From an optimization exercise on the open Yosys and OpenROAD flow, aimed at small area and a short achievable clock period; shortcuts taken in it are not production practice. No functional check of the RTL was part of any run shown here. In every run shown here, the design's own scripts or RTL, not TritonCTS, make the clock network. The flow treats the clock pin as an ideal source. Dropping or thinning the clock tree relies on that and would not hold on a real chip. No activity file was given, so power comes from the tool's default toggle rates.

## flow/design.v

```verilog
module log2 #(
  parameter int FRAC_W = 5,
  parameter int MANT_W = 16
) (
  input  logic              clk,
  input  logic              rst_n,
  input  logic [7:0]        x,
  input  logic              validx,
  output logic [FRAC_W+2:0] y,
  output logic              validy
);
  logic [9:0] nrm;
  logic a20, a21, a22, a24, a25, a26, a27, a28, a29, a31;
  logic a32, a33, a34, a35, a36, a37, a38, a39, a41, a43;
  logic a44, a45, a46, a47, a48, a49, a50, a51, a53, a54;
  logic a55, a56, a57, a58, a59, a60, a61, a62, a63, a64;
  logic a66, a67, a69, a70, a71, a72, a74, a75;
  assign nrm[0] = x[0] & x[7];
  assign a20 = x[6] & ~x[7];
  assign a21 = x[0] & a20;
  assign a22 = x[1] & x[7];
  assign nrm[1] = a21 | a22;
  assign a24 = x[1] & a20;
  assign a25 = x[2] & x[7];
  assign a26 = ~a24 & ~a25;
  assign a27 = ~x[6] & ~x[7];
  assign a28 = x[5] & a27;
  assign a29 = x[0] & a28;
  assign nrm[2] = ~a26 | a29;
  assign a31 = ~x[5] & ~x[7];
  assign a32 = x[0] & x[4];
  assign a33 = a31 & a32;
  assign a34 = ~x[6] & a33;
  assign a35 = x[2] & a20;
  assign a36 = x[3] & x[7];
  assign a37 = ~a35 & ~a36;
  assign a38 = x[1] & a28;
  assign a39 = a37 & ~a38;
  assign nrm[3] = a34 | ~a39;
  assign a41 = ~x[4] & ~x[5];
  assign nrm[9] = ~a27 | ~a41;
  assign a43 = x[0] & ~nrm[9];
  assign a44 = ~a20 & ~a43;
  assign a45 = x[3] & ~a44;
  assign a46 = x[1] & ~x[6];
  assign a47 = a31 & a46;
  assign a48 = ~x[7] & ~a47;
  assign a49 = x[4] & ~a48;
  assign a50 = x[2] & a28;
  assign a51 = ~a49 & ~a50;
  assign nrm[4] = a45 | ~a51;
  assign a53 = x[0] & ~x[3];
  assign a54 = ~nrm[9] & a53;
  assign a55 = x[4] & ~x[7];
  assign a56 = ~a54 & ~a55;
  assign a57 = x[2] & a31;
  assign a58 = ~x[6] & ~a57;
  assign a59 = ~a56 & ~a58;
  assign a60 = ~x[4] & a47;
  assign a61 = ~x[5] & ~a60;
  assign a62 = x[3] & ~x[6];
  assign a63 = ~x[7] & ~a62;
  assign a64 = ~a61 & ~a63;
  assign nrm[5] = a59 | a64;
  assign a66 = a56 & a58;
  assign a67 = a61 & a63;
  assign nrm[6] = ~a66 & ~a67;
  assign a69 = x[1] & ~x[2];
  assign a70 = ~x[3] & ~a69;
  assign a71 = ~x[4] & ~a70;
  assign a72 = a31 & ~a71;
  assign nrm[7] = ~a20 & ~a72;
  assign a74 = ~x[2] & ~x[3];
  assign a75 = a41 & ~a74;
  assign nrm[8] = ~a27 | a75;
  localparam logic [6:0] MINV = 7'b0000000;
  logic [2:0] e_q;
  logic [6:0] m_q;
  logic       v_q;
  always_ff @(posedge clk) begin
    e_q <= nrm[9:7];
    m_q <= nrm[6:0] ^ MINV;
    v_q <= rst_n & validx;
  end
  logic [4:0] f;
  logic [6:0] m;
  assign m = m_q ^ MINV;
  logic b13, b14, b15, b16, b17, b18, b19, b20, b21, b22;
  logic b23, b24, b25, b26, b27, b28, b29, b30, b31, b32;
  logic b33, b34, b35, b36, b37, b38, b39, b40, b41, b42;
  logic b43, b44, b45, b46, b47, b48, b49, b50, b51, b52;
  logic b53, b54, b55, b56, b57, b58, b59, b60, b61, b62;
  logic b63, b65, b66, b67, b68, b69, b70, b71, b72, b73;
  logic b75, b76, b77, b79, b80;
  assign b13 = m[1] & m[2];
  assign b14 = ~m[3] & ~b13;
  assign b15 = ~m[1] & m[2];
  assign b16 = m[0] & ~b15;
  assign b17 = ~m[1] & ~b16;
  assign b18 = b14 & ~b17;
  assign b19 = m[0] & m[1];
  assign b20 = ~m[2] & ~b19;
  assign b21 = m[1] & ~m[4];
  assign b22 = ~m[3] & b21;
  assign b23 = ~b20 & ~b22;
  assign b24 = ~b18 & ~b23;
  assign b25 = m[4] & ~b13;
  assign b26 = m[3] & m[4];
  assign b27 = m[5] & ~b26;
  assign b28 = ~b25 & b27;
  assign b29 = ~b24 & b28;
  assign b30 = ~m[0] & m[3];
  assign b31 = ~m[4] & ~m[5];
  assign b32 = ~b30 & b31;
  assign b33 = m[6] & ~b32;
  assign b34 = b13 & ~b33;
  assign b35 = m[6] & ~b34;
  assign b36 = ~b29 & b35;
  assign b37 = m[3] & ~m[5];
  assign b38 = b19 & ~b37;
  assign b39 = ~m[2] & ~b21;
  assign b40 = ~b27 & b39;
  assign b41 = ~b38 & b40;
  assign b42 = b36 & ~b41;
  assign b43 = m[3] & b16;
  assign b44 = ~m[4] & ~b43;
  assign b45 = ~m[5] & ~b44;
  assign b46 = b15 & ~b37;
  assign b47 = m[0] & b26;
  assign b48 = ~m[0] & ~m[3];
  assign b49 = ~m[4] & b48;
  assign b50 = m[1] & ~b49;
  assign b51 = ~b47 & ~b50;
  assign b52 = ~m[2] & ~b51;
  assign b53 = ~b46 & ~b52;
  assign b54 = ~b45 & b53;
  assign b55 = ~m[1] & ~m[2];
  assign b56 = b25 & ~b55;
  assign b57 = ~m[6] & ~b47;
  assign b58 = ~b56 & b57;
  assign b59 = ~m[5] & ~b58;
  assign b60 = b15 & ~b48;
  assign b61 = b59 & ~b60;
  assign b62 = ~m[6] & ~b61;
  assign b63 = ~b54 & b62;
  assign f[0] = b42 | b63;
  assign b65 = m[5] & ~b36;
  assign b66 = ~b59 & ~b65;
  assign b67 = ~m[3] & ~b34;
  assign b68 = m[3] & b34;
  assign b69 = ~b67 & ~b68;
  assign b70 = ~b66 & ~b69;
  assign b71 = m[2] & b37;
  assign b72 = b66 & ~b71;
  assign b73 = ~b14 & b72;
  assign f[1] = b70 | b73;
  assign b75 = ~b67 & ~b72;
  assign b76 = m[4] & b75;
  assign b77 = ~m[4] & ~b75;
  assign f[2] = ~b76 & ~b77;
  assign b79 = m[5] & b76;
  assign b80 = ~m[5] & ~b76;
  assign f[3] = ~b79 & ~b80;
  assign f[4] = m[6] | b79;
  always_ff @(posedge clk) begin
    y      <= {e_q, f};
    validy <= rst_n & v_q;
  end
endmodule
```

## flow/flow/run.sh

```bash
#!/bin/bash
# Layout flow: the standard ORFS flow (standard.sh) with two changes:
#  - synthesis is the standard flow's own script, except that its final ABC mapping call
#    uses flow/abc_map.script (area-oriented mapping of the AND/inverter
#    network in the RTL) in place of ORFS's speed script;
#    Yosys's own quick ABC pass inside synth is skipped (SYNTH_ARGS -noabc)
#    so that this mapping starts from the RTL's network, and the
#    half/full-adder extraction is left out (ADDER_MAP_FILE empty);
#  - the port buffers that global placement inserts are buf_1 cells;
#  - after CTS, flow/clock_one_buffer.tcl replaces the clock tree with one
#    clock buffer driving all the registers (there are only 20).
# Each step's full output goes to a log file in this folder, and ORFS's own
# per-step logs stay under orfs/logs/.
set -euo pipefail
W=$PWD
F=$W/flow

# Synthesis script: synth_recipe.tcl with the abc call redirected.
{
  head -n 1 synth_recipe.tcl
  cat <<TCL
proc abc {args} {
  set i [lsearch -exact \$args -script]
  if {[file exists {$F/abc_stage1.script}]} {
    # The logic feeding the first-stage registers (the cone of wire nrm)
    # is mapped first, with its own script.
    set a1 \$args
    lset a1 [expr {\$i + 1}] {$F/abc_stage1.script}
    yosys abc {*}\$a1 w:nrm %ci*
  }
  lset args [expr {\$i + 1}] {$F/abc_map.script}
  yosys abc {*}\$args
}
TCL
  tail -n +2 synth_recipe.tcl
} > own_synth.tcl

VARS=(
  "SYNTH_SCRIPT=$W/own_synth.tcl"
  "BUFFER_PORTS_ARGS=-buffer_cell sky130_fd_sc_hd__buf_1"
  "ADDER_MAP_FILE="
  "SYNTH_ARGS=-noabc"
  "POST_CTS_TCL=$F/clock_one_buffer.tcl"
  "CLOCK_ONE_BUFFER_CELL=sky130_fd_sc_hd__clkbuf_8"
)
bash standard.sh "${VARS[@]}" synth > synth.log 2>&1
bash standard.sh "${VARS[@]}" finish > layout.log 2>&1
```

## flow/flow/abc_map.script

```
strash
amap
topo
buffer -p
upsize -D 1400
dnsize -D 1400
```

## flow/flow/abc_stage1.script

```
strash
map -D 400
topo
buffer -p
upsize -D 400
dnsize -D 400
```

## flow/flow/clock_one_buffer.tcl

```tcl
# POST_CTS_TCL hook: the design has only a few registers, so CTS's two-level
# tree (a root buffer, leaf buffers and dummy loads) is replaced by a single
# clock buffer that drives every register's clock pin; every register still
# gets its clock through a buffer, the same one for all.
set block [ord::get_db_block]
set port_net [[$block findBTerm clk] getNet]
set sinks {}
set tree {}
set tree_nets {}
set todo [list $port_net]
# Walk the clock network from the port: registers are sinks, everything else
# on it (buffers, inverters, dummy loads) belongs to the tree.
while {[llength $todo]} {
  set net [lindex $todo 0]
  set todo [lrange $todo 1 end]
  foreach it [$net getITerms] {
    if {![$it isInputSignal]} continue
    set inst [$it getInst]
    if {[[$inst getMaster] isSequential]} {
      lappend sinks $it
    } elseif {[lsearch $tree $inst] < 0} {
      lappend tree $inst
      foreach ot [$inst getITerms] {
        if {[$ot isOutputSignal] && [$ot getNet] ne "NULL"} {
          lappend todo [$ot getNet]
          lappend tree_nets [$ot getNet]
        }
      }
    }
  }
}
puts "clock_one_buffer: [llength $sinks] clock sinks, removing [llength $tree] tree cells"
set xs 0; set ys 0
foreach it $sinks {
  lassign [[$it getInst] getLocation] x y
  set xs [expr {$xs + $x}]; set ys [expr {$ys + $y}]
  $it disconnect
}
foreach inst $tree { odb::dbInst_destroy $inst }
foreach net [lsort -unique $tree_nets] { odb::dbNet_destroy $net }
set master [[ord::get_db] findMaster $::env(CLOCK_ONE_BUFFER_CELL)]
set buf [odb::dbInst_create $block $master clkbuf_0_clk]
set net [odb::dbNet_create $block clknet_0_clk]
$net setSigType CLOCK
[$buf findITerm A] connect $port_net
[$buf findITerm X] connect $net
foreach it $sinks { $it connect $net }
set n [llength $sinks]
$buf setLocation [expr {int($xs / $n)}] [expr {int($ys / $n)}]
$buf setPlacementStatus PLACED
detailed_placement
check_placement -verbose
estimate_parasitics -placement
report_clock_skew

# Optionally give the input ports' buffers a stronger cell of the same
# function (the paths from the inputs are the design's longest).
if {[info exists ::env(INPUT_BUF_CELL)] && $::env(INPUT_BUF_CELL) ne ""} {
  set bm [[ord::get_db] findMaster $::env(INPUT_BUF_CELL)]
  foreach bt [$block getBTerms] {
    if {[$bt getIoType] ne "INPUT" || [$bt getName] eq "clk"} continue
    foreach it [[$bt getNet] getITerms] {
      set inst [$it getInst]
      if {[string match "sky130_fd_sc_hd__buf_*" [[$inst getMaster] getName]]} { $inst swapMaster $bm }
    }
  }
  detailed_placement
  estimate_parasitics -placement
}
```

## flow/standard.sh

```bash
#!/bin/bash
# synth_recipe.tcl (not shown) runs the flow's synth.tcl, then flattens the netlist and writes it again
# the make line also repeats each setting of config.mk as NAME=value (left out here)
make -C /OpenROAD-flow-scripts/flow DESIGN_CONFIG=/design/flow/config.mk WORK_HOME=/design/flow/orfs CLKGATE_MAP_FILE= SYNTH_SCRIPT=/design/flow/synth_recipe.tcl "${@:-finish}"
```

## flow/config.mk

```make
export PLATFORM = sky130hd
export DESIGN_NAME = log2
export DESIGN_NICKNAME = log2
export VERILOG_FILES = /design/flow/design.v
export SDC_FILE = /design/flow/constraint.sdc
export NUM_CORES = 4
export LEC_CHECK = 0
export CAP_MARGIN = 20
export CORE_AREA = 2 2 62 62
export DIE_AREA = 0 0 64 64
export PLACE_DENSITY = 0.6
export SETUP_SLACK_MARGIN = 4.7
export SLEW_MARGIN = 20
```

## flow/constraint.sdc

```tcl
create_clock -name core_clock -period 7.0 [get_ports {clk}]
set_input_delay 1.4000 -clock core_clock [delete_from_list [all_inputs] [get_ports {clk}]]
set_output_delay 1.4000 -clock core_clock [all_outputs]
set_load 0.01 [all_outputs]
```

==> results of run 1 <==
==> power groups by stage <==
| stage | registers (mW) | logic, mW | clock network (mW) |
|---|---|---|---|
| 2_1_floorplan | 0.135 | 0.0286 | 0 |
| 3_3_place_gp | 0.134 | 0.0454 | 0 |
| 3_5_place_dp | 0.134 | 0.0451 | 0 |
| 5_1_grt | 0.133 | 0.0515 | 0.0472 |
| 6_report | 0.131 | 0.0455 | 0.0405 |
==> logic make-up after synthesis <==
kind of cell	after synthesis
simple gates	31
compound gates	38
buf+inv	19
flops	20
==> area by class of cell <==
cell class | count | area (sq um)
buffer | 1 | 13.8
fill | 378 | 2380
inverter | 18 | 67.6
multi-input combinational | 69 | 399
sequential | 20 | 400
tap | 46 | 57.6
timing repair buffer | 19 | 71.3
==> registers in the layout, summed over array words and instances, names as in the netlist <==
signal and count:
v_q 1, validy 1, m_q 7, e_q 3
y 8
==> synthesized netlist by cell type, types with 3 or more instances <==
library cell   n  share of area
nor2b_1        3          0.022
a31oi_1        3          0.022
dfxtp_1       20           0.46
inv_1         18          0.077
nand3_1        5          0.029
a21oi_1        7          0.040
nand2_1        8          0.034
a22oi_1        3          0.026
nor2_1         7          0.030
o22ai_1        3          0.022
o21ai_0       10          0.057
==> layer usage <==
layer / part of all wire / global-route usage / wire (um) / vias to the layer above
li1: - / - / - / 422
met1: 0.44 / 0.118 / 799 / 389
met2: 0.46 / 0.152 / 833 / 46
met3: 0.074 / 0.00880 / 133 / 4
met4: 0.016 / 0.0380 / 29 / 0
met5: 0 / 0 / 0 / -
==> through the flow <==
| step | cell area (sq um) | cells | hold slack [ns] | total power [mW] | worst slack [ns] |
|---|---|---|---|---|---|
| 3_5_place_dp | 996 | 172 | 0.316 | 0.179 | 4.70 |
| 6_report | 1010 | 173 | 0.340 | 0.218 | 4.87 |
| 3_3_place_gp | 996 | 172 | 0.312 | 0.179 | 4.70 |
| 2_1_floorplan | 872 | 108 | 0.310 | 0.164 | 5.07 |
| 5_1_grt | 1010 | 173 | 0.352 | 0.232 | 4.82 |
==> worst paths after layout <==
kind               start      to  cells past startpoint  slack (ns)
setup / recovery    x[5]  m_q[5]                      4        4.87
hold / removal    e_q[0]    y[5]                      0        0.34
setup reg to reg  m_q[3]    y[3]                      8        5.03
hold reg to reg   e_q[0]    y[5]                      0        0.34
==> worst reg2reg max path: cells and delay by family, from the launching register on <==
family | cells | cell delay, ns
and+or+nand+nor | 1 | 0.07
DFF | 1 | 0.52
AOI/OAI and AO/OA | 7 | 1.31
==> results.txt, run 1 <==
largest fanout on the critical path=7; Synth Net Count=119; Post-Syn Area per Cell=8.07 sq um; sequential power share=0.604; Antenna Cells=0; Worst-path clk slew=0.11 ns; # DRC=0; initial antenna violation count=0; Setup violations, final=0; Achievable Freq=0.469 GHz; CP Buf/Inv Count=1; status=no timing/DRC/antenna violations; Top Ports=20; 1st-iter DRT viols=112; clk_skew=0.00138 ns; Post-DP HPWL=1.44 mm; PwrDens=215 nW/um^2; largest net degree at the start of global routing=21; number of global-route vias before repair=722; simple-gate share of the synthesized area=0.179; WP data required=7.06 ns; Adder-Cell Fraction of Synth Area=0; Post-Syn Area=872 sq um; Ys Warns=1; CP max-delay cell=a41oi_1; kind of end point of the critical path=register; final wirelength=1.80 mm; Internal=0.156 mW; core area=3390 sq um; clock network power share=0.186; main combinational cell family by area after synthesis=compound AO/OA/AOI/OAI gates; CTS sink count=20; die width=64 um; P_leak=0.398 nW; arrival time at the worst endpoint=2.19 ns; Starting Density=0.257; post-layout minimum cycle time=2.13 ns; die area=4100 sq um; flip-flop and latch count after synthesis=20; die height=64 um; first-pass GRT wire length=3.09 mm; Compound-Gate Fraction of Synth Area=0.278; Post-Synth XOR/XNOR Area=0; switching power=0.0619 mW; Gate Count Post-Synth=108; max-cap violation count=0; GR Overflow Total=0; Slew headroom=0.727; worst vdd ir=83.2 uV; clock latency on the worst-skew pair=0.17 ns; CP max stage delay=0.27 ns; row count=21; crit share post-route=0.305; Switching Fraction=0.285; nets=140; Worst Max-Slew Pin Slew=0.410 ns; fin. max-slew vios=0; unrepaired setup endpoints after global routing=no; setup TNS=0 ns; layout cells sized above 1=0.0394; async set-or-reset flop fraction in the synthesized netlist=0; Placer Congestion=0.927; Post-synth EDFFs=0; via count=861; predominant post-synthesis flop cell=dfxtp_1; WL/cell=10.4 um; commonest non-fill, non-tap cells in the layout=dfxtp_1, buf_1, inv_1, o21ai_0, nand2_1; Layout area overhead=15.8%; Via density=4.98; Seq/Total Area, Yosys=0.459; Global Route Usage Sum=0.0906; mux cell area share after synthesis=0; Final ANT Viol Nets=0; worst setup path class=in -> reg; CP Cell Sequence=buf_1 -> nor2_1 -> a41oi_1 -> o22ai_1; Worst Hold Class=reg -> reg; Distinct cells, synth=28; power share of the combinational group=0.209; final hold viol count=0; I/O Buffers=19; Crit path max-delay family=compound AO/OA/AOI/OAI gates; crit start category=input pin; commonest non-fill, non-tap cell in the layout=dfxtp_1; final core utilization=0.298; Pre-antenna DRT Iters=4
==> inputs of run 2 (changes only) <==
--- a/flow/flow/run.sh
+++ b/flow/flow/run.sh
@@ -42,6 +42,7 @@
   "SYNTH_ARGS=-noabc"
   "POST_CTS_TCL=$F/clock_one_buffer.tcl"
   "CLOCK_ONE_BUFFER_CELL=sky130_fd_sc_hd__clkbuf_8"
+  "INPUT_BUF_CELL=sky130_fd_sc_hd__buf_2"
 )
 bash standard.sh "${VARS[@]}" synth > synth.log 2>&1
 bash standard.sh "${VARS[@]}" finish > layout.log 2>&1
--- a/flow/flow/clock_one_buffer.tcl
+++ b/flow/flow/clock_one_buffer.tcl
@@ -67,3 +67,17 @@
   detailed_placement
   estimate_parasitics -placement
 }
+
+# Optionally the same for the output ports' buffers.
+if {[info exists ::env(OUTPUT_BUF_CELL)] && $::env(OUTPUT_BUF_CELL) ne ""} {
+  set bm [[ord::get_db] findMaster $::env(OUTPUT_BUF_CELL)]
+  foreach bt [$block getBTerms] {
+    if {[$bt getIoType] ne "OUTPUT"} continue
+    foreach it [[$bt getNet] getITerms] {
+      set inst [$it getInst]
+      if {[$it isOutputSignal] && [string match "sky130_fd_sc_hd__buf_*" [[$inst getMaster] getName]]} { $inst swapMaster $bm }
+    }
+  }
+  detailed_placement
+  estimate_parasitics -placement
+}
==> results.txt, run 2 <==
status=no timing/DRC/antenna violations; 1st-iter DRT viols=111; fin. max-slew vios=0; Final ANT Viol Nets=0; setup slack after layout=4.94 ns; met1 GRT Util=0.118; Pre-antenna DRT Iters=4; Hold Path Depth=0; Slew headroom=0.754; synth top area cells=dfxtp_1, inv_1, o21ai_0; largest net degree at the start of global routing=21; die area=4100 sq um; Critical Path Start=x[5]; most frequent cells after synthesis=dfxtp_1, inv_1, o21ai_0, nand2_1; most common cell in the netlist=dfxtp_1; Worst Hold Class=reg -> reg; Seq/Total Area, Yosys=0.459; post-layout minimum cycle time=2.06 ns; Ys Warns=1; crit share post-route=0.295; crit start category=input pin; die height=64 um; WP data required=7.09 ns; max reg flops=8; Worst-path clk slew=0.11 ns; worst vdd ir=83.2 uV; final hold viol count=0; first-pass GRT wire length=3.09 mm; mux cell area share after synthesis=0; # DRC=0; CTS sink count=20; initial antenna violation count=0; kind of end point of the critical path=register; clock latency on the worst-skew pair=0.17 ns; row count=21; Compound-Gate Fraction of Synth Area=0.278; die width=64 um; Worst Max-Slew Pin Slew=0.365 ns; Critical Path Sink=m_q[6]; worst setup path class=in -> reg; flip-flop and latch count after synthesis=20; final wirelength=1.80 mm; Global Route Usage Sum=0.0906; Top Registers=y x8, m_q x7, e_q x3; simple-gate share of the synthesized area=0.179; Setup violations, final=0; Synth Net Count=119; number of global-route vias before repair=722; FF-to-FF setup slack=5.03 ns; max-cap violation count=0; unrepaired setup endpoints after global routing=no; Antenna Cells=0; clk_skew=0.00138 ns; setup TNS=0 ns; commonest non-fill, non-tap cell in the layout=dfxtp_1; core area=3390 sq um; Post-DP HPWL=1.44 mm; Starting Density=0.257; PwrDens=214 nW/um^2; Adder-Cell Fraction of Synth Area=0; Achievable Freq=0.485 GHz; Gate Count Post-Synth=108; Post-synth EDFFs=0; predominant post-synthesis flop cell=dfxtp_1; Post-Syn Area per Cell=8.07 sq um; Distinct cells, synth=28; Via density=4.94; grt peak-use layer=met2; worst r2r src=m_q[3]; Worst Reg-to-Reg Cells=8; Top Ports=20; Post-Synth XOR/XNOR Area=0; Synth top area share=0.459; P_leak=0.426 nW; I/O Buffers=19; arrival time at the worst endpoint=2.15 ns; main combinational cell family by area after synthesis=compound AO/OA/AOI/OAI gates; worst r2r dst=y[3]; most flop-heavy register=y; GR Overflow Total=0; WL/cell=10.4 um; cell taking the most area after synthesis=dfxtp_1; met3 Usage GRT=0.00880; largest fanout on the critical path=7; async set-or-reset flop fraction in the synthesized netlist=0; via count=854; worst slack, placed=4.70 ns; commonest non-fill, non-tap cells in the layout=dfxtp_1, inv_1, o21ai_0, buf_2, buf_1; nets=140; Design Power=0.218 mW; Post-Syn Area=872 sq um; GR Util met2=0.152; Layout area overhead=17.2%; final core utilization=0.302; Placer Congestion=0.927; layout cells sized above 1=0.118
[run 2: cells by family after synthesis]
kind of cell	Yosys count
DFF	20
AOI/OAI and AO/OA	38
and+or+nand+nor	31
buffers and inverters	19
[run 2: cell type report]
class,instances,area [sq um]
sequential,20,400
timing repair buffer,19,83.8
multi-input combinational,69,399
buffer,1,13.8
fill,374,2370
tap,46,57.6
inverter,18,67.6
[run 2: report_power, final]
group / switching [mW] / internal, mW / total [mW]
clock network: 0.0271 / 0.0134 / 0.0405
registers: 0.00633 / 0.125 / 0.131
logic: 0.0284 / 0.0179 / 0.0463
total: 0.0618 / 0.156 / 0.218
[run 2: stage by stage]
step                      hold WS (ns)  instance area [sq um]  std cells
after detailed placement         0.316                    996        172
after global routing             0.352                   1020        173
after global placement           0.312                    996        172
after floorplan                  0.310                    872        108
final                            0.340                   1020        173
[run 2: how the worst min path moves through the flow]
stage	start	end	slack [ns]
final	e_q[0]	y[5]	0.34
after global routing	e_q[1]	y[6]	0.35
after detailed placement	e_q[0]	y[5]	0.32
after global placement	e_q[2]	y[7]	0.31
after floorplan	e_q[0]	y[5]	0.31
[run 2: critical path: stages]
cell	delay, ns
buf_2	0.14
nor2_1	0.22
a41oi_1	0.18
a32oi_1	0.20
[run 2: layer usage]
metal  vias up  wire length [um]
met2        43               844
met3         2               126
li1        422                 -
met4         0                19
met1       387               805
met5         -                 0
==> inputs of run 3 (changes only) <==
--- a/flow/design.v
+++ b/flow/design.v
@@ -11,68 +11,66 @@
 );
   logic [9:0] nrm;
   logic a20, a21, a22, a24, a25, a26, a27, a28, a29, a31;
-  logic a32, a33, a34, a35, a36, a37, a38, a39, a41, a43;
-  logic a44, a45, a46, a47, a48, a49, a50, a51, a53, a54;
-  logic a55, a56, a57, a58, a59, a60, a61, a62, a63, a64;
-  logic a66, a67, a69, a70, a71, a72, a74, a75;
+  logic a32, a33, a34, a35, a36, a37, a38, a40, a41, a42;
+  logic a43, a44, a46, a47, a48, a49, a51, a52, a53, a54;
+  logic a55, a56, a57, a58, a59, a60, a61, a63, a64, a66;
+  logic a67, a68, a69, a70, a72, a73;
   assign nrm[0] = x[0] & x[7];
-  assign a20 = x[6] & ~x[7];
-  assign a21 = x[0] & a20;
-  assign a22 = x[1] & x[7];
-  assign nrm[1] = a21 | a22;
-  assign a24 = x[1] & a20;
-  assign a25 = x[2] & x[7];
-  assign a26 = ~a24 & ~a25;
-  assign a27 = ~x[6] & ~x[7];
-  assign a28 = x[5] & a27;
-  assign a29 = x[0] & a28;
-  assign nrm[2] = ~a26 | a29;
-  assign a31 = ~x[5] & ~x[7];
+  assign a20 = x[1] & x[7];
+  assign a21 = x[6] & ~x[7];
+  assign a22 = x[0] & a21;
+  assign nrm[1] = a20 | a22;
+  assign a24 = ~x[6] & ~x[7];
+  assign a25 = x[5] & a24;
+  assign a26 = x[0] & a25;
+  assign a27 = x[2] & x[7];
+  assign a28 = x[1] & a21;
+  assign a29 = ~a27 & ~a28;
+  assign nrm[2] = a26 | ~a29;
+  assign a31 = ~x[5] & a24;
   assign a32 = x[0] & x[4];
   assign a33 = a31 & a32;
-  assign a34 = ~x[6] & a33;
-  assign a35 = x[2] & a20;
+  assign a34 = x[1] & a25;
+  assign a35 = x[2] & a21;
   assign a36 = x[3] & x[7];
   assign a37 = ~a35 & ~a36;
-  assign a38 = x[1] & a28;
-  assign a39 = a37 & ~a38;
-  assign nrm[3] = a34 | ~a39;
-  assign a41 = ~x[4] & ~x[5];
-  assign nrm[9] = ~a27 | ~a41;
-  assign a43 = x[0] & ~nrm[9];
-  assign a44 = ~a20 & ~a43;
-  assign a45 = x[3] & ~a44;
-  assign a46 = x[1] & ~x[6];
-  assign a47 = a31 & a46;
-  assign a48 = ~x[7] & ~a47;
-  assign a49 = x[4] & ~a48;
-  assign a50 = x[2] & a28;
-  assign a51 = ~a49 & ~a50;
-  assign nrm[4] = a45 | ~a51;
-  assign a53 = x[0] & ~x[3];
-  assign a54 = ~nrm[9] & a53;
-  assign a55 = x[4] & ~x[7];
-  assign a56 = ~a54 & ~a55;
-  assign a57 = x[2] & a31;
-  assign a58 = ~x[6] & ~a57;
-  assign a59 = ~a56 & ~a58;
-  assign a60 = ~x[4] & a47;
-  assign a61 = ~x[5] & ~a60;
-  assign a62 = x[3] & ~x[6];
-  assign a63 = ~x[7] & ~a62;
-  assign a64 = ~a61 & ~a63;
-  assign nrm[5] = a59 | a64;
-  assign a66 = a56 & a58;
-  assign a67 = a61 & a63;
-  assign nrm[6] = ~a66 & ~a67;
-  assign a69 = x[1] & ~x[2];
-  assign a70 = ~x[3] & ~a69;
-  assign a71 = ~x[4] & ~a70;
-  assign a72 = a31 & ~a71;
-  assign nrm[7] = ~a20 & ~a72;
-  assign a74 = ~x[2] & ~x[3];
-  assign a75 = a41 & ~a74;
-  assign nrm[8] = ~a27 | a75;
+  assign a38 = ~a34 & a37;
+  assign nrm[3] = a33 | ~a38;
+  assign a40 = x[1] & a31;
+  assign a41 = ~x[7] & ~a40;
+  assign a42 = x[4] & ~a41;
+  assign a43 = x[2] & a25;
+  assign a44 = ~x[4] & ~x[5];
+  assign nrm[9] = ~a24 | ~a44;
+  assign a46 = x[0] & ~nrm[9];
+  assign a47 = ~a21 & ~a46;
+  assign a48 = x[3] & ~a47;
+  assign a49 = ~a43 & ~a48;
+  assign nrm[4] = a42 | ~a49;
+  assign a51 = x[3] & ~x[6];
+  assign a52 = ~x[7] & ~a51;
+  assign a53 = ~x[4] & a40;
+  assign a54 = ~x[5] & ~a53;
+  assign a55 = ~a52 & ~a54;
+  assign a56 = x[4] & ~x[7];
+  assign a57 = ~x[3] & a46;
+  assign a58 = ~a56 & ~a57;
+  assign a59 = x[2] & a31;
+  assign a60 = ~x[6] & ~a59;
+  assign a61 = ~a58 & ~a60;
+  assign nrm[5] = a55 | a61;
+  assign a63 = a52 & a54;
+  assign a64 = a58 & a60;
+  assign nrm[6] = ~a63 & ~a64;
+  assign a66 = x[1] & ~x[2];
+  assign a67 = ~x[3] & ~a66;
+  assign a68 = ~x[4] & ~a67;
+  assign a69 = ~x[5] & ~a68;
+  assign a70 = ~x[6] & ~a69;
+  assign nrm[7] = x[7] | a70;
+  assign a72 = ~x[2] & ~x[3];
+  assign a73 = a44 & ~a72;
+  assign nrm[8] = ~a24 | a73;
   localparam logic [6:0] MINV = 7'b0000000;
   logic [2:0] e_q;
   logic [6:0] m_q;
--- a/flow/flow/run.sh
+++ b/flow/flow/run.sh
@@ -42,7 +42,6 @@
   "SYNTH_ARGS=-noabc"
   "POST_CTS_TCL=$F/clock_one_buffer.tcl"
   "CLOCK_ONE_BUFFER_CELL=sky130_fd_sc_hd__clkbuf_8"
-  "INPUT_BUF_CELL=sky130_fd_sc_hd__buf_2"
 )
 bash standard.sh "${VARS[@]}" synth > synth.log 2>&1
 bash standard.sh "${VARS[@]}" finish > layout.log 2>&1
==> flow/flow/abc_map.script (replaced) <==
strash
amap
topo
--- a/flow/flow/clock_one_buffer.tcl
+++ b/flow/flow/clock_one_buffer.tcl
@@ -67,17 +67,3 @@
   detailed_placement
   estimate_parasitics -placement
 }
-
-# Optionally the same for the output ports' buffers.
-if {[info exists ::env(OUTPUT_BUF_CELL)] && $::env(OUTPUT_BUF_CELL) ne ""} {
-  set bm [[ord::get_db] findMaster $::env(OUTPUT_BUF_CELL)]
-  foreach bt [$block getBTerms] {
-    if {[$bt getIoType] ne "OUTPUT"} continue
-    foreach it [[$bt getNet] getITerms] {
-      set inst [$it getInst]
-      if {[$it isOutputSignal] && [string match "sky130_fd_sc_hd__buf_*" [[$inst getMaster] getName]]} { $inst swapMaster $bm }
-    }
-  }
-  detailed_placement
-  estimate_parasitics -placement
-}
removed: flow/flow/abc_stage1.script
==> results.txt, run 3 <==
Worst-path clk slew=0.11 ns; Antenna Cells=0; clock latency on the worst-skew pair=0.16 ns; Achievable Freq=0.457 GHz; CP Buf/Inv Count=2; first-pass GRT wire length=2.91 mm; Synth Net Count=117; via count=838; initial antenna violation count=0; CTS sink count=20; post-layout minimum cycle time=2.19 ns; crit start category=input pin; largest net degree at the start of global routing=21; worst slack, placed=4.51 ns; die area=4100 sq um; layout cells sized above 1=0.0787; async set-or-reset flop fraction in the synthesized netlist=0; P_leak=0.358 nW; Via density=4.84; status=no timing/DRC/antenna violations; most frequent cells after synthesis=dfxtp_1, clkinv_1, nor2_1, o21ai_0; final wirelength=1.88 mm; die width=64 um; largest fanout on the critical path=4; crit share post-route=0.313; Pre-antenna DRT Iters=4; Distinct cells, synth=21; commonest non-fill, non-tap cells in the layout=dfxtp_1, buf_1, clkinv_1, o21ai_0, nor2_1; 1st-iter DRT viols=51; die height=64 um; CP Cell Sequence=buf_1 -> inv_2 -> nand4_1 -> nor2_1 -> a22oi_1 -> o22ai_1; Ys Warns=1; clk_skew=0.000970 ns; Slew headroom=0.731; PwrDens=217 nW/um^2; Top Ports=20; WP data required=7.05 ns; most common cell in the netlist=dfxtp_1; worst vdd ir=78.6 uV; row count=21; switching power=0.0611 mW; worst setup path class=in -> reg; fin. max-slew vios=0; core area=3390 sq um; commonest non-fill, non-tap cell in the layout=dfxtp_1; Top Registers=y x8, m_q x7, e_q x3; cell taking the most area after synthesis=dfxtp_1; power share of the combinational group=0.208; Post-Syn Area per Cell=7.91 sq um; setup TNS=0 ns; nets=140; Setup violations, final=0; max reg flops=8; kind of end point of the critical path=register; Seq/Total Area, Yosys=0.478; Post-synth EDFFs=0; number of global-route vias before repair=711; Internal=0.155 mW; CP max stage delay=0.24 ns; Post-DP HPWL=1.42 mm; synth top area cells=dfxtp_1, clkinv_1, o21ai_0; max-cap violation count=0; Final ANT Viol Nets=0; Synth top area share=0.478; Worst Hold Class=reg -> reg; flip-flop and latch count after synthesis=20; Starting Density=0.247; Layout area overhead=19.1%; Gate Count Post-Synth=106; Switching Fraction=0.282; GR Overflow Total=0; Worst Max-Slew Pin Slew=0.399 ns; predominant post-synthesis flop cell=dfxtp_1; final hold viol count=0; arrival time at the worst endpoint=2.23 ns; Post-Syn Area=838 sq um; unrepaired setup endpoints after global routing=no; clock network power share=0.184; Placer Congestion=0.855; WL/cell=10.8 um; # DRC=0; Global Route Usage Sum=0.0856; CP max-delay cell=a22oi_1; setup slack after layout=4.81 ns; I/O Buffers=19; most flop-heavy register=y; Crit path max-delay family=compound AO/OA/AOI/OAI gates; sequential power share=0.608
## run 3: metal layers
layer	share of wire	wire length (um)	GRT usage
met5	0	0	0
met3	0.056	105	0.0158
met2	0.44	830	0.137
met4	0.021	39	0.0326
met1	0.48	900	0.114
## run 3: cells by family after synthesis
family,after synthesis,share of synthesized area
compound gates,38,0.288
buf+inv,18,0.0806
flops,20,0.478
simple gates,30,0.154
## run 3: through the flow
step / area [sq um] / hold WS [ns] / instances / utilization / total power, mW
final: 998 / 0.338 / 173 / 0.295 / 0.216
after global routing: 998 / 0.346 / 173 / 0.295 / 0.227
after floorplan: 838 / 0.310 / 106 / - / 0.162
after global placement: 967 / 0.310 / 171 / 0.285 / 0.176
after detailed placement: 967 / 0.312 / 171 / 0.285 / 0.177
## run 3: cell type report
cell class                      count  area [sq um]
Multi-Input combinational cell     68           378
Sequential cell                    20           402
Tap cell                           46          57.6
Fill cell                         371          2390
Inverter                           18          67.6
Timing Repair Buffer               20          80.1
Buffer                              1          13.8
## run 3: worst paths after layout
kind / depth (start not counted) / slack [ns] / from / end
worst max-delay path: 6 / 4.81 / x[4] / m_q[5]
worst max register to register: 11 / 4.91 / m_q[1] / y[3]
worst min-delay path: 0 / 0.34 / e_q[1] / y[6]
worst min register to register: 0 / 0.34 / e_q[1] / y[6]
## run 3: power by group through the flow
stage	registers, mW	logic, mW	clock network [mW]
6_report	0.132	0.0451	0.0398
3_5_place_dp	0.134	0.0429	0
3_3_place_gp	0.134	0.0428	0
5_1_grt	0.133	0.0505	0.0440
2_1_floorplan	0.136	0.0259	0
==> inputs of run 4 (changes only) <==
==> flow/flow/abc_map.script (replaced) <==
strash
amap
topo
buffer -p
upsize -D 1400
dnsize -D 1400
==> flow/flow/abc_stage1.script (new file) <==
strash
map -D 400
topo
buffer -p
upsize -D 400
dnsize -D 400
==> results.txt, run 4 <==
status=no timing/DRC/antenna violations; predominant post-synthesis flop cell=dfxtp_1; Post-synth EDFFs=0; setup slack after layout=4.84 ns; met3 Usage GRT=0.0123; Seq/Total Area, Yosys=0.455; post-layout minimum cycle time=2.16 ns; WP data required=7.04 ns; worst r2r dst=y[3]; cell taking the most area after synthesis=dfxtp_1; Synth Net Count=117; FF-to-FF setup slack=5.00 ns; die area=4100 sq um; hold path endpoint=y[6]; CP max stage delay=0.32 ns; CP Cell Sequence=buf_1 -> nor2b_1 -> a31oi_1 -> o221ai_1; WL/cell=10.8 um; worst hold start=e_q[1]; Global Route Usage Sum=0.0932; fin. max-slew vios=0; unrepaired setup endpoints after global routing=no; GR Util met2=0.167; Layout area overhead=15.6%; first-pass GRT wire length=3.24 mm; most common cell in the netlist=dfxtp_1; Cells after DPL=170; met1 GRT Util=0.117; nets=138; most frequent cells after synthesis=dfxtp_1, inv_1, o21ai_0, nand2_1, nor2_1; clk_skew=0.000840 ns; number of global-route vias before repair=764; GR Overflow Total=0; die height=64 um; worst setup path class=in -> reg; CP max-delay cell=buf_1; layout cells sized above 1=0.0640; final hold viol count=0; # DRC=0; Hold Path Depth=0; Top Ports=20; worst vdd ir=63.4 uV; Post-Syn Area per Cell=8.30 sq um; row count=21; most flop-heavy register=y; Ys Warns=1; Worst Max-Slew Pin Slew=0.399 ns; Placer Congestion=0.993; Crit path max-delay family=buffers and inverters; max-cap violation count=0; worst slack, placed=4.66 ns; Worst Reg-to-Reg Cells=8; worst r2r src=m_q[3]; Setup violations, final=0; PwrDens=214 nW/um^2; final core utilization=0.300; die width=64 um; P_leak=0.399 nW; CP Buf/Inv Count=1; max reg flops=8; Via density=4.80; Pre-antenna DRT Iters=4; Slew headroom=0.731; I/O Buffers=19; clock latency on the worst-skew pair=0.16 ns; Top Registers=y x8, m_q x7, e_q x3; Design Power=0.217 mW; Worst-path clk slew=0.11 ns; core area=3390 sq um; async set-or-reset flop fraction in the synthesized netlist=0; flip-flop and latch count after synthesis=20; synth top area cells=dfxtp_1, inv_1, o21ai_0; Post-DP HPWL=1.49 mm; Post-Syn Area=880 sq um; grt peak-use layer=met2; final wirelength=1.84 mm; Worst Hold Class=reg -> reg; Distinct cells, synth=30; largest fanout on the critical path=8; largest net degree at the start of global routing=21; setup TNS=0 ns; Gate Count Post-Synth=106; Synth top area share=0.455; commonest non-fill, non-tap cells in the layout=dfxtp_1, buf_1, inv_1, o21ai_0; kind of end point of the critical path=register; crit share post-route=0.309; Starting Density=0.260; initial antenna violation count=0; crit start category=input pin; Achievable Freq=0.463 GHz; non-filler instance count after layout=171; arrival time at the worst endpoint=2.20 ns; 1st-iter DRT viols=59; filler cell count=361; commonest non-fill, non-tap cell in the layout=dfxtp_1; via count=821; Antenna Cells=0; CTS sink count=20; Final ANT Viol Nets=0
run 4: changes by cell type after synthesis, moves of 3 or more:
cell / delta
nor2_1: -6
o21ai_0: -4
clkinv_1: -18
a31oi_1: +3
inv_1: +17
run 4: worst max path at each step:
stage          startpoint      to  slack, ns  depth (start not counted)
2_1_floorplan        x[5]  m_q[6]       5.06                          3
3_3_place_gp         x[7]  m_q[4]       4.70                          4
3_5_place_dp         x[7]  m_q[4]       4.66                          4
5_1_grt              x[5]  m_q[5]       4.75                          4
6_report             x[7]  m_q[4]       4.84                          4
run 4: final cells by class:
| class | count | area [sq um] | share of cell area |
|---|---|---|---|
| Buffer | 1 | 13.8 | 0.0135 |
| Tap cell | 46 | 57.6 | 0.0566 |
| Multi-Input combinational cell | 67 | 407 | 0.400 |
| Sequential cell | 20 | 400 | 0.394 |
| Timing Repair Buffer | 19 | 71.3 | 0.0701 |
| Inverter | 18 | 67.6 | 0.0664 |
run 4: cell families (layout without fill, tap and decap cells):
kind of cell           count (synthesis)  in the layout  synth area share
buffers and inverters                 19             38            0.0825
and+or+nand+nor                       28             28             0.156
DFF                                   20             20             0.455
AOI/OAI and AO/OA                     39             39             0.306
run 4: power breakdown:
part / internal, mW / switching (mW) / total [mW] / leakage [nW]
sequential: 0.125 / 0.00613 / 0.131 / 0.167
clock: 0.0134 / 0.0261 / 0.0394 / 0.00719
combinational: 0.0175 / 0.0292 / 0.0467 / 0.224
run 4: routing by layer:
layer	up-vias	wire length [um]
met5	-	0
met4	0	12
met3	2	83
met2	29	904
met1	377	842
li1	413	-
run 4: through the flow:
| stage | area (sq um) | hold slack (ns) |
|---|---|---|
| global placement | 1000 | 0.311 |
| finish | 1020 | 0.338 |
| detailed placement | 1000 | 0.312 |
| global route | 1020 | 0.347 |
| floorplan | 880 | 0.310 |
==> inputs of run 5 (changes only) <==
--- a/flow/design.v
+++ b/flow/design.v
@@ -11,66 +11,78 @@
 );
   logic [9:0] nrm;
   logic a20, a21, a22, a24, a25, a26, a27, a28, a29, a31;
-  logic a32, a33, a34, a35, a36, a37, a38, a40, a41, a42;
-  logic a43, a44, a46, a47, a48, a49, a51, a52, a53, a54;
-  logic a55, a56, a57, a58, a59, a60, a61, a63, a64, a66;
-  logic a67, a68, a69, a70, a72, a73;
+  logic a32, a33, a34, a35, a36, a37, a38, a39, a40, a42;
+  logic a44, a45, a46, a47, a48, a49, a50, a51, a52, a53;
+  logic a54, a56, a57, a58, a59, a60, a61, a62, a63, a64;
+  logic a65, a66, a67, a68, a70, a71, a72, a73, a74, a75;
+  logic a77, a78, a79, a80, a81, a83, a84;
   assign nrm[0] = x[0] & x[7];
-  assign a20 = x[1] & x[7];
-  assign a21 = x[6] & ~x[7];
-  assign a22 = x[0] & a21;
-  assign nrm[1] = a20 | a22;
+  assign a20 = x[6] & ~x[7];
+  assign a21 = x[0] & a20;
+  assign a22 = x[1] & x[7];
+  assign nrm[1] = a21 | a22;
   assign a24 = ~x[6] & ~x[7];
-  assign a25 = x[5] & a24;
-  assign a26 = x[0] & a25;
-  assign a27 = x[2] & x[7];
-  assign a28 = x[1] & a21;
+  assign a25 = x[0] & x[5];
+  assign a26 = a24 & a25;
+  assign a27 = x[1] & a20;
+  assign a28 = x[2] & x[7];
   assign a29 = ~a27 & ~a28;
   assign nrm[2] = a26 | ~a29;
-  assign a31 = ~x[5] & a24;
+  assign a31 = ~x[5] & ~x[6];
   assign a32 = x[0] & x[4];
   assign a33 = a31 & a32;
-  assign a34 = x[1] & a25;
-  assign a35 = x[2] & a21;
-  assign a36 = x[3] & x[7];
-  assign a37 = ~a35 & ~a36;
-  assign a38 = ~a34 & a37;
-  assign nrm[3] = a33 | ~a38;
-  assign a40 = x[1] & a31;
-  assign a41 = ~x[7] & ~a40;
-  assign a42 = x[4] & ~a41;
-  assign a43 = x[2] & a25;
-  assign a44 = ~x[4] & ~x[5];
-  assign nrm[9] = ~a24 | ~a44;
-  assign a46 = x[0] & ~nrm[9];
-  assign a47 = ~a21 & ~a46;
-  assign a48 = x[3] & ~a47;
-  assign a49 = ~a43 & ~a48;
-  assign nrm[4] = a42 | ~a49;
-  assign a51 = x[3] & ~x[6];
-  assign a52 = ~x[7] & ~a51;
-  assign a53 = ~x[4] & a40;
-  assign a54 = ~x[5] & ~a53;
-  assign a55 = ~a52 & ~a54;
-  assign a56 = x[4] & ~x[7];
-  assign a57 = ~x[3] & a46;
-  assign a58 = ~a56 & ~a57;
-  assign a59 = x[2] & a31;
+  assign a34 = x[1] & x[5];
+  assign a35 = ~x[6] & a34;
+  assign a36 = x[2] & x[6];
+  assign a37 = ~x[7] & ~a36;
+  assign a38 = ~a35 & a37;
+  assign a39 = ~a33 & a38;
+  assign a40 = ~x[3] & x[7];
+  assign nrm[3] = ~a39 & ~a40;
+  assign a42 = ~x[4] & ~x[5];
+  assign nrm[9] = ~a24 | ~a42;
+  assign a44 = x[0] & x[3];
+  assign a45 = ~nrm[9] & a44;
+  assign a46 = x[1] & x[4];
+  assign a47 = a31 & a46;
+  assign a48 = x[4] & x[7];
+  assign a49 = ~a47 & ~a48;
+  assign a50 = x[2] & x[5];
+  assign a51 = a24 & a50;
+  assign a52 = x[3] & a20;
+  assign a53 = ~a51 & ~a52;
+  assign a54 = a49 & a53;
+  assign nrm[4] = a45 | ~a54;
+  assign a56 = x[0] & ~x[3];
+  assign a57 = a31 & a56;
+  assign a58 = ~x[4] & ~a57;
+  assign a59 = x[2] & ~x[5];
   assign a60 = ~x[6] & ~a59;
-  assign a61 = ~a58 & ~a60;
-  assign nrm[5] = a55 | a61;
-  assign a63 = a52 & a54;
-  assign a64 = a58 & a60;
-  assign nrm[6] = ~a63 & ~a64;
-  assign a66 = x[1] & ~x[2];
-  assign a67 = ~x[3] & ~a66;
-  assign a68 = ~x[4] & ~a67;
-  assign a69 = ~x[5] & ~a68;
-  assign a70 = ~x[6] & ~a69;
-  assign nrm[7] = x[7] | a70;
-  assign a72 = ~x[2] & ~x[3];
-  assign a73 = a44 & ~a72;
-  assign nrm[8] = ~a24 | a73;
+  assign a61 = ~x[7] & ~a60;
+  assign a62 = ~a58 & a61;
+  assign a63 = x[3] & ~x[6];
+  assign a64 = ~x[7] & ~a63;
+  assign a65 = x[1] & ~x[4];
+  assign a66 = a24 & a65;
+  assign a67 = ~x[5] & ~a66;
+  assign a68 = ~a64 & ~a67;
+  assign nrm[5] = a62 | a68;
+  assign a70 = a64 & a67;
+  assign a71 = ~x[4] & ~x[6];
+  assign a72 = ~a59 & a71;
+  assign a73 = ~a57 & a72;
+  assign a74 = ~x[6] & x[7];
+  assign a75 = ~a73 & ~a74;
+  assign nrm[6] = ~a70 & a75;
+  assign a77 = x[1] & ~x[2];
+  assign a78 = ~x[3] & ~a77;
+  assign a79 = ~x[4] & ~a78;
+  assign a80 = ~x[5] & ~x[7];
+  assign a81 = ~a79 & a80;
+  assign nrm[7] = ~a20 & ~a81;
+  assign a83 = ~x[2] & ~x[3];
+  assign a84 = a42 & ~a83;
+  assign nrm[8] = ~a24 | a84;
   localparam logic [6:0] MINV = 7'b0000000;
   logic [2:0] e_q;
   logic [6:0] m_q;
==> results.txt, run 5 <==
status=no timing/DRC/antenna violations; Top Ports=20; filler cell count=365; Distinct cells, synth=29; Top Registers=y x8, m_q x7, e_q x3; number of global-route vias before repair=751; via count=861; WL/cell=10.8 um; Seq/Total Area, Yosys=0.451; commonest non-fill, non-tap cell in the layout=dfxtp_1; multi-input logic area=415 sq um; commonest non-fill, non-tap cells in the layout=dfxtp_1, buf_1, inv_1, nand2_1, o21ai_0; setup slack after layout=4.91 ns; Synth top area share=0.451; clk_skew=0.00220 ns; post-layout minimum cycle time=2.09 ns; predominant post-synthesis flop cell=dfxtp_1; die area=4100 sq um; Placer Congestion=0.896; Slew headroom=0.708; 1st-iter DRT viols=60; switching power=0.0637 mW; Synth Net Count=125; WL met1=888 um; cell taking the most area after synthesis=dfxtp_1; synth top area cells=dfxtp_1, inv_1, o21ai_0; max-cap violation count=0; P_leak=0.417 nW; PwrDens=215 nW/um^2; most common cell in the netlist=dfxtp_1; Gate Count Post-Synth=114; worst setup path class=in -> reg; unrepaired setup endpoints after global routing=no; worst slack, placed=4.77 ns; worst hold start=e_q[1]; met3 wire length=110 um; flip-flop and latch count after synthesis=20; Layout area overhead=15.5%; clock latency on the worst-skew pair=0.16 ns; clock network power share=0.183; core area=3390 sq um; Ys Warns=1; Internal=0.156 mW; max reg flops=8; most flop-heavy register=y; arrival time at the worst endpoint=2.21 ns; Post-synth EDFFs=0; WP data required=7.12 ns; CP max stage delay=0.29 ns; Post-Syn Area=888 sq um; final wirelength=1.94 mm; crit start category=input pin; kind of end point of the critical path=register; Starting Density=0.262; Post-DP HPWL=1.49 mm; sequential power share=0.599; fin. max-slew vios=0; Via density=4.81; Reg area=400 sq um; GR Overflow Total=0; non-filler instance count after layout=179; worst r2r src=m_q[3]; Setup violations, final=0; die height=64 um; Post-Syn Area per Cell=7.79 sq um; # DRC=0; largest fanout on the critical path=7; most frequent cells after synthesis=dfxtp_1, inv_1, nand2_1, o21ai_0, nor2_1; worst vdd ir=96.4 uV; initial antenna violation count=0; Hold WS=0.339 ns; Worst-path clk slew=0.11 ns; Pre-antenna DRT Iters=5; Global Route Usage Sum=0.0933; Critical Path Start=x[7]; CP max-delay cell=nor2_2; crit share post-route=0.299; async set-or-reset flop fraction in the synthesized netlist=0; Design Power=0.220 mW; Switching Fraction=0.289; CP Cell Sequence=buf_1 -> nor2_2 -> nand3_2 -> nand4_1 -> o211a_1; met2 wire length=924 um; setup TNS=0 ns; Worst Max-Slew Pin Slew=0.434 ns; Worst Hold Class=reg -> reg; largest net degree at the start of global routing=21; layout cells sized above 1=0.0451; CTS sink count=20; Top Layer Used=met4; nets=146; I/O Buffers=19; final hold viol count=0; Cells after DPL=178; Antenna Cells=0; Achievable Freq=0.478 GHz; first-pass GRT wire length=3.19 mm; Final ANT Viol Nets=0; die width=64 um; row count=21; power share of the combinational group=0.218
==> run 5: changes by cell type in the layout (fill, tap and decap cells not counted), moves of 2 or more <==
cell      change
nand3_1       +3
nor2_1        +2
nand2_1       +4
o21bai_1      -2
==> run 5: critical path: cells and delay by family <==
kind,cells,cell delay (ns)
AO/OA/AOI/OAI,1,0.14
buffers and inverters,1,0.16
AND/OR/NAND/NOR,3,0.50
==> run 5: kinds of logic (layout without fill, tap and decap cells) <==
| kind of cell | after synthesis | count (layout) | synth area share |
|---|---|---|---|
| AO/OA/AOI/OAI | 37 | 37 | 0.265 |
| buffers and inverters | 19 | 38 | 0.0817 |
| flip-flops | 20 | 20 | 0.451 |
| AND/OR/NAND/NOR | 38 | 38 | 0.203 |
==> run 5: cell type report <==
class	count	area share
Inverter	18	0.0659
Buffer	1	0.0134
Sequential cell	20	0.390
Multi-Input combinational cell	75	0.405
Timing Repair Buffer	19	0.0695
Tap cell	46	0.0561
==> run 5: final timing paths <==
path | to | slack [ns] | cells after the start
setup reg to reg | y[3] | 4.95 | 8
hold / removal | y[6] | 0.34 | 0
hold reg to reg | y[6] | 0.34 | 0
setup / recovery | m_q[6] | 4.91 | 5
==> run 5: power groups by stage <==
stage	combinational, mW	clock, mW	sequential [mW]
after detailed placement	0.0473	0	0.134
after global placement	0.0473	0	0.134
after global routing	0.0537	0.0469	0.133
after floorplan	0.0296	0	0.136
final	0.0480	0.0402	0.132
==> run 5: metrics by stage <==
step                       util  instance area, sq um
after floorplan               -                   888
after global placement    0.299                  1010
after detailed placement  0.299                  1010
after global routing      0.303                  1030
final                     0.303                  1030
==> run 5: routing by layer <==
layer,track usage,vias up
met3,0.0106,2
li1,-,438
met4,0.0245,0
met1,0.118,382
met5,0,-
met2,0.167,39
==> inputs of run 6 (changes only) <==
--- a/flow/flow/run.sh
+++ b/flow/flow/run.sh
@@ -42,6 +42,7 @@
   "SYNTH_ARGS=-noabc"
   "POST_CTS_TCL=$F/clock_one_buffer.tcl"
   "CLOCK_ONE_BUFFER_CELL=sky130_fd_sc_hd__clkbuf_8"
+  "INPUT_BUF_CELL=sky130_fd_sc_hd__buf_2"
 )
 bash standard.sh "${VARS[@]}" synth > synth.log 2>&1
 bash standard.sh "${VARS[@]}" finish > layout.log 2>&1
--- a/flow/flow/clock_one_buffer.tcl
+++ b/flow/flow/clock_one_buffer.tcl
@@ -67,3 +67,17 @@
   detailed_placement
   estimate_parasitics -placement
 }
+
+# Optionally the same for the output ports' buffers.
+if {[info exists ::env(OUTPUT_BUF_CELL)] && $::env(OUTPUT_BUF_CELL) ne ""} {
+  set bm [[ord::get_db] findMaster $::env(OUTPUT_BUF_CELL)]
+  foreach bt [$block getBTerms] {
+    if {[$bt getIoType] ne "OUTPUT"} continue
+    foreach it [[$bt getNet] getITerms] {
+      set inst [$it getInst]
+      if {[$it isOutputSignal] && [string match "sky130_fd_sc_hd__buf_*" [[$inst getMaster] getName]]} { $inst swapMaster $bm }
+    }
+  }
+  detailed_placement
+  estimate_parasitics -placement
+}
==> results.txt, run 6 <==
Stages on worst setup path=1; die area=4100 sq um; I/O Buffers=19; CP Cell Sequence=buf_1; sequential power share=0.597; Achievable Freq=0.490 GHz; Slew headroom=0.708; Placer Congestion=0.896; final hold viol count=0; Worst Max-Slew Pin Slew=0.433 ns; clock network power share=0.183; CP max stage delay=0.33 ns; Post-synth EDFFs=0; Design Power=0.221 mW; fin. max-slew vios=0; CTS sink count=20; Setup violations, final=0; layout cells sized above 1=0.120; Reg area=400 sq um; nets=146; setup slack after layout=4.96 ns; CP Buf/Inv Count=1; async set-or-reset flop fraction in the synthesized netlist=0; Final ANT Viol Nets=0; Seq/Total Area, Yosys=0.451; initial antenna violation count=0; most frequent cells after synthesis=dfxtp_1, inv_1, nand2_1, o21ai_0, nor2_1; post-layout minimum cycle time=2.04 ns; worst slack, placed=4.77 ns; CP max-delay cell=dfxtp_1; largest fanout on the critical path=1; Crit path max-delay family=flip-flops; commonest non-fill, non-tap cells in the layout=dfxtp_1, inv_1, nand2_1, o21ai_0, buf_2; Post-DP HPWL=1.49 mm; unrepaired setup endpoints after global routing=no; largest net degree at the start of global routing=21; worst setup path class=reg -> out; Worst Hold Class=reg -> reg; first-pass GRT wire length=3.19 mm; max-cap violation count=0; Ys Warns=1; kind of end point of the critical path=primary output; number of global-route vias before repair=751; Worst Reg-to-Reg Cells=8; Worst-path clk slew=0.11 ns; Global Route Usage Sum=0.0933; PwrDens=213 nW/um^2; filler cell count=359; Post-Syn Area=888 sq um; crit share post-route=0.291; Synth Net Count=125; Via density=4.78; max reg flops=8; 1st-iter DRT viols=63; crit start category=register; Internal=0.157 mW; Starting Density=0.262; die width=64 um; flip-flop and latch count after synthesis=20; setup TNS=0 ns; via count=855; Synth top area share=0.451; Gate Count Post-Synth=114; commonest non-fill, non-tap cell in the layout=dfxtp_1; WL/cell=10.9 um; Hold Path Depth=0; most common cell in the netlist=dfxtp_1; Post-Syn Area per Cell=7.79 sq um; Top Ports=20; switching power=0.0638 mW; die height=64 um; multi-input logic area=415 sq um; power share of the combinational group=0.221; clk_skew=0.00221 ns; synth top area cells=dfxtp_1, inv_1, o21ai_0; core area=3390 sq um; cell taking the most area after synthesis=dfxtp_1; row count=21; # DRC=0; worst vdd ir=96.7 uV; WP data required=5.60 ns; arrival time at the worst endpoint=0.64 ns; Switching Fraction=0.289; Distinct cells, synth=29; GR Overflow Total=0; status=no timing/DRC/antenna violations; Antenna Cells=0; Top Registers=y x8, m_q x7, e_q x3; Layout area overhead=16.9%; most flop-heavy register=y; Pre-antenna DRT Iters=4; final wirelength=1.95 mm; P_leak=0.445 nW; predominant post-synthesis flop cell=dfxtp_1; clock latency on the worst-skew pair=0.17 ns
-- run 6: power by group through the flow --
| stage | logic, mW | clock network, mW | registers (mW) |
|---|---|---|---|
| 5_1_grt | 0.0545 | 0.0469 | 0.133 |
| 3_3_place_gp | 0.0473 | 0 | 0.134 |
| 2_1_floorplan | 0.0296 | 0 | 0.136 |
| 3_5_place_dp | 0.0473 | 0 | 0.134 |
| 6_report | 0.0488 | 0.0404 | 0.132 |
-- run 6: per-layer routing --
layer | vias up | track usage | wire length, um | share of wire
met4 | 0 | 0.0245 | 13 | 0.0067
li1 | 440 | - | - | -
met1 | 378 | 0.118 | 910 | 0.47
met2 | 35 | 0.167 | 921 | 0.47
met5 | - | 0 | 0 | 0
met3 | 2 | 0.0106 | 103 | 0.053
-- run 6: cell families (layout without fill, tap and decap cells) --
group / count (synthesis) / after routing / share of synthesized area
AO/OA/AOI/OAI: 37 / 37 / 0.265
buffers and inverters: 19 / 38 / 0.0817
flip-flops: 20 / 20 / 0.451
AND/OR/NAND/NOR: 38 / 38 / 0.203
-- run 6: final cells by class --
type	instances	share of cell area
multi-input cells	75	0.400
inverters	18	0.0651
flip-flops and latches	20	0.386
well taps	46	0.0554
plain buffers	1	0.0133
repair buffers	19	0.0807
-- run 6: worst paths after layout --
check | startpoint | slack (ns) | end
setup reg to reg | m_q[3] | 4.96 | y[3]
hold / removal | e_q[1] | 0.34 | y[6]
setup / recovery | y[5] | 4.96 | y[5]
hold reg to reg | e_q[1] | 0.34 | y[6]
-- run 6: stage by stage --
stage	hold WS (ns)	area (sq um)	util	cells
global placement	0.311	1010	0.299	178
global route	0.345	1040	0.306	179
detailed placement	0.312	1010	0.299	178
finish	0.339	1040	0.306	179
floorplan	0.310	888	-	114

afterwards: timing with drivers on the ports:
The flow's constraints put no driver on any port. The routed layouts listed below were extracted and timed again, unchanged, in two steps.
Step 1 assumes that a clkbuf_16 drives the clock port and a buf_2 every other input.
Step 2 adds t to the input delays and takes it off the output delays; t is the mean of the earliest and latest rising clock arrival at the registers after step 1. Input paths then give back, and output paths get back, about the clock's delay inside the block.
a / b / c = no drivers / after step 1 / after step 2; a / b = the first two.
run | t (ns) | slack for setup (ns) | worst hold slack (ns)
run 1 | 0.186 | 4.867 / 4.865 / 4.678 | 0.340 / 0.340 / 0.340
run 2 | 0.186 | 4.937 / 4.935 / 4.752 | 0.340 / 0.340 / 0.340
run 3 | 0.184 | 4.811 / 4.810 / 4.626 | 0.338 / 0.338 / 0.338
run 4 | 0.182 | 4.839 / 4.832 / 4.650 | 0.338 / 0.338 / 0.338
run 5 | 0.184 | 4.909 / 4.909 / 4.725 | 0.339 / 0.339 / 0.339
run 6 | 0.184 | 4.961 / 4.941 / 4.788 | 0.339 / 0.339 / 0.339
After both steps every run listed still meets setup and hold.
